Source: an optimization exercise on an open RTL-to-GDS flow (aim: a short achievable clock period and few clock cycles). Production flows keep margins and buffers that such runs may drop.
Only simulation tests tie the RTL to the original design; equivalence was not proved.
Power and IR drop assume default switching activity.

==> flow/design.v <==
package memmap_pkg;
  localparam int C_SLOT_W = 3;
  typedef logic [C_SLOT_W-1:0] slot_t;
  function automatic logic slot_mapped(input slot_t slot, input integer nbanks);
    slot_mapped = ({{(32-C_SLOT_W){1'b0}}, slot} < nbanks);
  endfunction
endpackage
module cheby_aoi22 (
  input  logic a_i, b_i, c_i, d_i,
  output logic y_o
);
  assign y_o = !((a_i && b_i) || (c_i && d_i));
endmodule
module cheby_nand4 (
  input  logic a_i, b_i, c_i, d_i,
  output logic y_o
);
  assign y_o = !(a_i && b_i && c_i && d_i);
endmodule
module cheby_aor #(
  parameter int N = 8
) (
  input  logic [N-1:0] d_i,
  input  logic [N-1:0] s_i,
  output logic         y_o
);
  localparam int NP = N / 2;
  localparam int NQ = NP / 4;
  logic [NP-1:0] p;
  logic [NQ-1:0] q;
  for (genvar i = 0; i < NP; i++) begin : g_p
    cheby_aoi22 u_p (.a_i(d_i[2*i]), .b_i(s_i[2*i]), .c_i(d_i[2*i+1]), .d_i(s_i[2*i+1]), .y_o(p[i]));
  end
  for (genvar i = 0; i < NQ; i++) begin : g_q
    cheby_nand4 u_q (.a_i(p[4*i]), .b_i(p[4*i+1]), .c_i(p[4*i+2]), .d_i(p[4*i+3]), .y_o(q[i]));
  end
  assign y_o = |q;
endmodule
module cheby_nand3 (
  input  logic a_i, b_i, c_i,
  output logic y_o
);
  assign y_o = !(a_i && b_i && c_i);
endmodule
module cheby_inv (
  input  logic a_i,
  output logic y_o
);
  assign y_o = !a_i;
endmodule
module cheby_dec3 #(
  parameter bit G_EN = 1'b0
) (
  input  logic [2:0] a_i,
  input  logic       en_i,
  output logic [7:0] y_o
);
  logic [2:0] na;
  logic [7:0] t;
  for (genvar i = 0; i < 3; i++) begin : g_na
    cheby_inv u_na (.a_i(a_i[i]), .y_o(na[i]));
  end
  for (genvar j = 0; j < 8; j++) begin : g_y
    logic b2, b1, b0;
    assign b2 = j[2] ? a_i[2] : na[2];
    assign b1 = j[1] ? a_i[1] : na[1];
    assign b0 = j[0] ? a_i[0] : na[0];
    if (G_EN) begin : g_en
      cheby_nand4 u_t (.a_i(en_i), .b_i(b2), .c_i(b1), .d_i(b0), .y_o(t[j]));
    end else begin : g_no_en
      cheby_nand3 u_t (.a_i(b2), .b_i(b1), .c_i(b0), .y_o(t[j]));
    end
    cheby_inv u_y (.a_i(t[j]), .y_o(y_o[j]));
  end
endmodule
module cheby_dpssram #(
  parameter int g_nbanks     = 2,
  parameter int g_addr_width = 6
) (
  input  logic                                 clk_i,
  input  logic                                 wr_i,
  input  logic [g_addr_width:0]                wr_addr_i,
  input  logic                                 wr_data_i,
  input  logic [2:0]                           addr_a_i,
  input  logic [g_nbanks*2**(g_addr_width-3)-1:0] grp_sel_a_i,
  output logic                                 data_a_o,
  input  logic [g_nbanks*3-1:0]                addr_b_i,
  input  logic [g_nbanks*2**(g_addr_width-3)-1:0] grp_sel_b_i,
  input  logic [g_nbanks-1:0]                  rd_b_i,
  output logic [g_nbanks-1:0]                  data_b_o
);
  localparam int NW = 2**g_addr_width;
  localparam int NG = NW / 8;
  logic [7:0]             sel_a;
  logic [g_nbanks*NW-1:0] wr_en;
  always_comb
    for (int i = 0; i < g_nbanks*NW; i++)
      wr_en[i] = wr_i && ({{(31-g_addr_width){1'b0}}, wr_addr_i} == i);
  logic [g_nbanks*NG-1:0] grp_a;
  logic                   data_a_q, data_a_d;
  cheby_dec3 u_dec_a (.a_i(addr_a_i), .en_i(1'b1), .y_o(sel_a));
  for (genvar k = 0; k < g_nbanks; k++) begin : g_bank
    memmap_bank #(
      .G_BANK_AW(g_addr_width)
    ) u_bank (
      .Clk      (clk_i),
      .wr_i     (wr_en[k*NW +: NW]),
      .wr_data_i(wr_data_i),
      .sel_a_i  (sel_a),
      .grp_a_o  (grp_a[k*NG +: NG]),
      .addr_b_i (addr_b_i[k*3 +: 3]),
      .grp_sel_b_i(grp_sel_b_i[k*NG +: NG]),
      .rd_b_i   (rd_b_i[k]),
      .dat_b_o  (data_b_o[k])
    );
  end
  cheby_aor #(.N(g_nbanks*NG)) u_sel_a (.d_i(grp_a), .s_i(grp_sel_a_i), .y_o(data_a_d));
  always_ff @(posedge clk_i)
    data_a_q <= data_a_d;
  assign data_a_o = data_a_q;
endmodule
module memmap_bank #(
  parameter int G_BANK_AW = 6
) (
  input  logic                         Clk,
  input  logic [2**G_BANK_AW-1:0]      wr_i,
  input  logic                         wr_data_i,
  input  logic [7:0]                   sel_a_i,
  output logic [2**(G_BANK_AW-3)-1:0]  grp_a_o,
  input  logic [2:0]                   addr_b_i,
  input  logic [2**(G_BANK_AW-3)-1:0]  grp_sel_b_i,
  input  logic                         rd_b_i,
  output logic                         dat_b_o
);
  localparam int NW = 2**G_BANK_AW;
  localparam int NG = NW / 8;
  logic [NW-1:0] mem_q;
  logic [7:0]    sel_b;
  logic [NG-1:0] grp_b;
  logic          y_b;
  logic          dat_b_q, dat_b_d;
  for (genvar i = 0; i < NW; i++) begin : g_word
    always_ff @(posedge Clk)
      if (wr_i[i]) mem_q[i] <= wr_data_i;
  end
  cheby_dec3 u_dec_b (.a_i(addr_b_i), .en_i(1'b1), .y_o(sel_b));
  for (genvar g = 0; g < NG; g++) begin : g_grp
    cheby_aor #(.N(8)) u_a (.d_i(mem_q[g*8 +: 8]), .s_i(sel_a_i), .y_o(grp_a_o[g]));
    cheby_aor #(.N(8)) u_b (.d_i(mem_q[g*8 +: 8]), .s_i(sel_b),   .y_o(grp_b[g]));
  end
  cheby_aor #(.N(NG)) u_sel_b (.d_i(grp_b), .s_i(grp_sel_b_i), .y_o(y_b));
  assign dat_b_d = y_b || (dat_b_q && !rd_b_i);
  always_ff @(posedge Clk)
    dat_b_q <= dat_b_d;
  assign dat_b_o = dat_b_q;
endmodule
module memmap_nbank #(
  parameter int G_NBANKS     = 2,
  parameter int G_DATA_WIDTH = 16,
  parameter int G_BANK_AW    = 6
) (
  input  logic                             Clk,
  input  logic                             rst_n,
  input  logic [G_BANK_AW+4:2]             VMEAddr,
  input  logic [31:0]                      VMEWrData,
  input  logic                             VMERdMem,
  input  logic                             VMEWrMem,
  output logic [31:0]                      VMERdData,
  output logic                             VMERdDone,
  output logic                             VMEWrDone,
  output logic                             VMEErr,
  input  logic [G_NBANKS*G_BANK_AW-1:0]    bank_adr_i,
  input  logic [G_NBANKS-1:0]              bank_rd_i,
  output logic [G_NBANKS*G_DATA_WIDTH-1:0] bank_dat_o
);
  localparam int NW = 2**G_BANK_AW;
  localparam int NG = NW / 8;
  localparam int NC = 4;                   
  localparam int SPC = G_DATA_WIDTH / NC;  
  logic                       wr_done_q, rd_done_q, err_q;
  logic                       wr_q;
  logic [G_BANK_AW+2:2]       wr_adr_q;
  logic [G_DATA_WIDTH-1:0]    wr_dat_q;
  logic [G_DATA_WIDTH-1:0]    rd_dat;
  logic [G_NBANKS-1:0]        dat_b [G_DATA_WIDTH];
  memmap_pkg::slot_t          slot;
  logic [G_BANK_AW-1:0]       word;
  logic                       unused_wr_hi;
  logic [G_NBANKS*NG-1:0]     grp_sel_a [NC];
  logic [G_NBANKS*NG-1:0]     grp_sel_b [NC];
  logic [G_NBANKS*3-1:0]      adr_b_lo;
  assign unused_wr_hi = ^VMEWrData;
  assign slot = VMEAddr[G_BANK_AW+4:G_BANK_AW+2];
  assign word = VMEAddr[G_BANK_AW+1:2];
  always_ff @(posedge Clk or negedge rst_n) begin
    if (!rst_n) begin
      wr_done_q <= 1'b0;
      rd_done_q <= 1'b0;
      err_q     <= 1'b0;
      wr_q      <= 1'b0;
    end else begin
      wr_done_q <= VMEWrMem;
      rd_done_q <= VMERdMem;
      err_q     <= (VMEWrMem || VMERdMem) && !memmap_pkg::slot_mapped(slot, G_NBANKS);
      wr_q      <= VMEWrMem && memmap_pkg::slot_mapped(slot, G_NBANKS);
    end
  end
  always_ff @(posedge Clk) begin
    wr_adr_q <= VMEAddr[G_BANK_AW+2:2];
    wr_dat_q <= VMEWrData[G_DATA_WIDTH-1:0];
  end
  for (genvar c = 0; c < NC; c++) begin : g_gdec
    for (genvar k = 0; k < G_NBANKS; k++) begin : g_k
      cheby_dec3 #(.G_EN(1'b1)) u_dec_ga (
        .a_i (word[5:3]),
        .en_i({{(32-memmap_pkg::C_SLOT_W){1'b0}}, slot} == k),
        .y_o (grp_sel_a[c][k*NG +: NG])
      );
      cheby_dec3 #(.G_EN(1'b1)) u_dec_gb (
        .a_i (bank_adr_i[k*G_BANK_AW+3 +: 3]),
        .en_i(bank_rd_i[k]),
        .y_o (grp_sel_b[c][k*NG +: NG])
      );
    end
  end
  for (genvar k = 0; k < G_NBANKS; k++) begin : g_adr_b
    assign adr_b_lo[k*3 +: 3] = bank_adr_i[k*G_BANK_AW +: 3];
  end
  for (genvar b = 0; b < G_DATA_WIDTH; b++) begin : g_bit
    cheby_dpssram #(
      .g_nbanks    (G_NBANKS),
      .g_addr_width(G_BANK_AW)
    ) u_slice (
      .clk_i    (Clk),
      .wr_i     (wr_q),
      .wr_addr_i(wr_adr_q),
      .wr_data_i(wr_dat_q[b]),
      .addr_a_i (word[2:0]),
      .grp_sel_a_i(grp_sel_a[b/SPC]),
      .data_a_o (rd_dat[b]),
      .addr_b_i (adr_b_lo),
      .grp_sel_b_i(grp_sel_b[b/SPC]),
      .rd_b_i   (bank_rd_i),
      .data_b_o (dat_b[b])
    );
    for (genvar k = 0; k < G_NBANKS; k++) begin : g_k
      assign bank_dat_o[k*G_DATA_WIDTH+b] = dat_b[b][k];
    end
  end
  assign VMERdData = {{(32-G_DATA_WIDTH){1'b0}}, rd_dat};
  assign VMERdDone = rd_done_q;
  assign VMEWrDone = wr_done_q;
  assign VMEErr    = err_q;
endmodule
clock: 5.5 ns
lec_check: 0
abc_clock_period_in_ps: 2000
cap_margin: 20
core_margin: 2
core_utilization: 55
cts_cluster_diameter: 80
cts_cluster_size: 20
setup_slack_margin: 3.2
slew_margin: 20
synth_hierarchical: 1
synth_minimum_keep_size: 0
run.sh (not shown) runs the stock make flow with config.mk's settings and CLKGATE_MAP_FILE= SYNTH_SCRIPT=/design/flow/synth_recipe.tcl, a recipe that flattens the netlist after the stock synthesis.
Testbench counts at the start, summed over its fixed seeds: cycles 32,000.
Then changed:
--- a/flow/design.v
+++ b/flow/design.v
@@ -14,30 +14,49 @@
 module cheby_nand4 (
   input  logic a_i, b_i, c_i, d_i,
   output logic y_o
 );
   assign y_o = !(a_i && b_i && c_i && d_i);
 endmodule
+module cheby_nand2 (
+  input  logic a_i, b_i,
+  output logic y_o
+);
+  assign y_o = !(a_i && b_i);
+endmodule
+module cheby_nor2 (
+  input  logic a_i, b_i,
+  output logic y_o
+);
+  assign y_o = !(a_i || b_i);
+endmodule
 module cheby_aor #(
   parameter int N = 8
 ) (
   input  logic [N-1:0] d_i,
   input  logic [N-1:0] s_i,
   output logic         y_o
 );
   localparam int NP = N / 2;
-  localparam int NQ = NP / 4;
   logic [NP-1:0] p;
-  logic [NQ-1:0] q;
   for (genvar i = 0; i < NP; i++) begin : g_p
     cheby_aoi22 u_p (.a_i(d_i[2*i]), .b_i(s_i[2*i]), .c_i(d_i[2*i+1]), .d_i(s_i[2*i+1]), .y_o(p[i]));
   end
-  for (genvar i = 0; i < NQ; i++) begin : g_q
-    cheby_nand4 u_q (.a_i(p[4*i]), .b_i(p[4*i+1]), .c_i(p[4*i+2]), .d_i(p[4*i+3]), .y_o(q[i]));
-  end
-  assign y_o = |q;
+  if (N == 16) begin : g_16
+    logic [3:0] q;
+    logic [1:0] r;
+    for (genvar i = 0; i < 4; i++) begin : g_q
+      cheby_nand2 u_q (.a_i(p[2*i]), .b_i(p[2*i+1]), .y_o(q[i]));
+    end
+    for (genvar i = 0; i < 2; i++) begin : g_r
+      cheby_nor2 u_r (.a_i(q[2*i]), .b_i(q[2*i+1]), .y_o(r[i]));
+    end
+    cheby_nand2 u_y (.a_i(r[0]), .b_i(r[1]), .y_o(y_o));
+  end else begin : g_8
+    cheby_nand4 u_y (.a_i(p[0]), .b_i(p[1]), .c_i(p[2]), .d_i(p[3]), .y_o(y_o));
+  end
 endmodule
 module cheby_nand3 (
   input  logic a_i, b_i, c_i,
   output logic y_o
 );
   assign y_o = !(a_i && b_i && c_i);
Effect: Total power went up by 1.6%. Register-to-register slack degrades by 0.08 ns. Area after synthesis is about the same. Sequential power stays flat. Cell count went up by 0.95%. Design area barely changes. Die area stays flat. Via count went up by 1.1%. Critical path depth went down by 11. Setup slack improves by 0.068 ns. Non-clock buffer count went up by 40. Clock power went up by about 5%.
Testbench counts after the change, summed over its fixed seeds: cycles 32,000.

port drivers added, routing unchanged:
Ports are ideal in the flow. The routed layouts listed here were re-timed in OpenROAD. Step 1 sets driving cells, clkbuf_16 on the clock port and buf_2 on the other inputs (assumed; they add their load-dependent delay and slew). Step 2, shift: input delay + t, output delay - t, t = (earliest + latest rising clock arrival at the registers) / 2. This alone moves slack from input paths to output paths. Three values: no drivers, after step 1, after step 2; two values: the first two.
run	t (ns)	slack for setup (ns)	hold slack, ns	slew at the worst register clock pin (ns)	pins driven straight from the clock port
the first run	0.915	2.977 / 2.641 / 1.726	0.458 / 0.394 / 0.458	0.09 / 0.09	1
the second run	0.924	3.045 / 2.871 / 1.947	0.447 / 0.382 / 0.460	0.09 / 0.09	1
After both steps setup and hold are still met in every run listed. The setup slack of the first run, which loses most, moves by -0.336 ns with the drivers and by -1.251 ns with both steps.
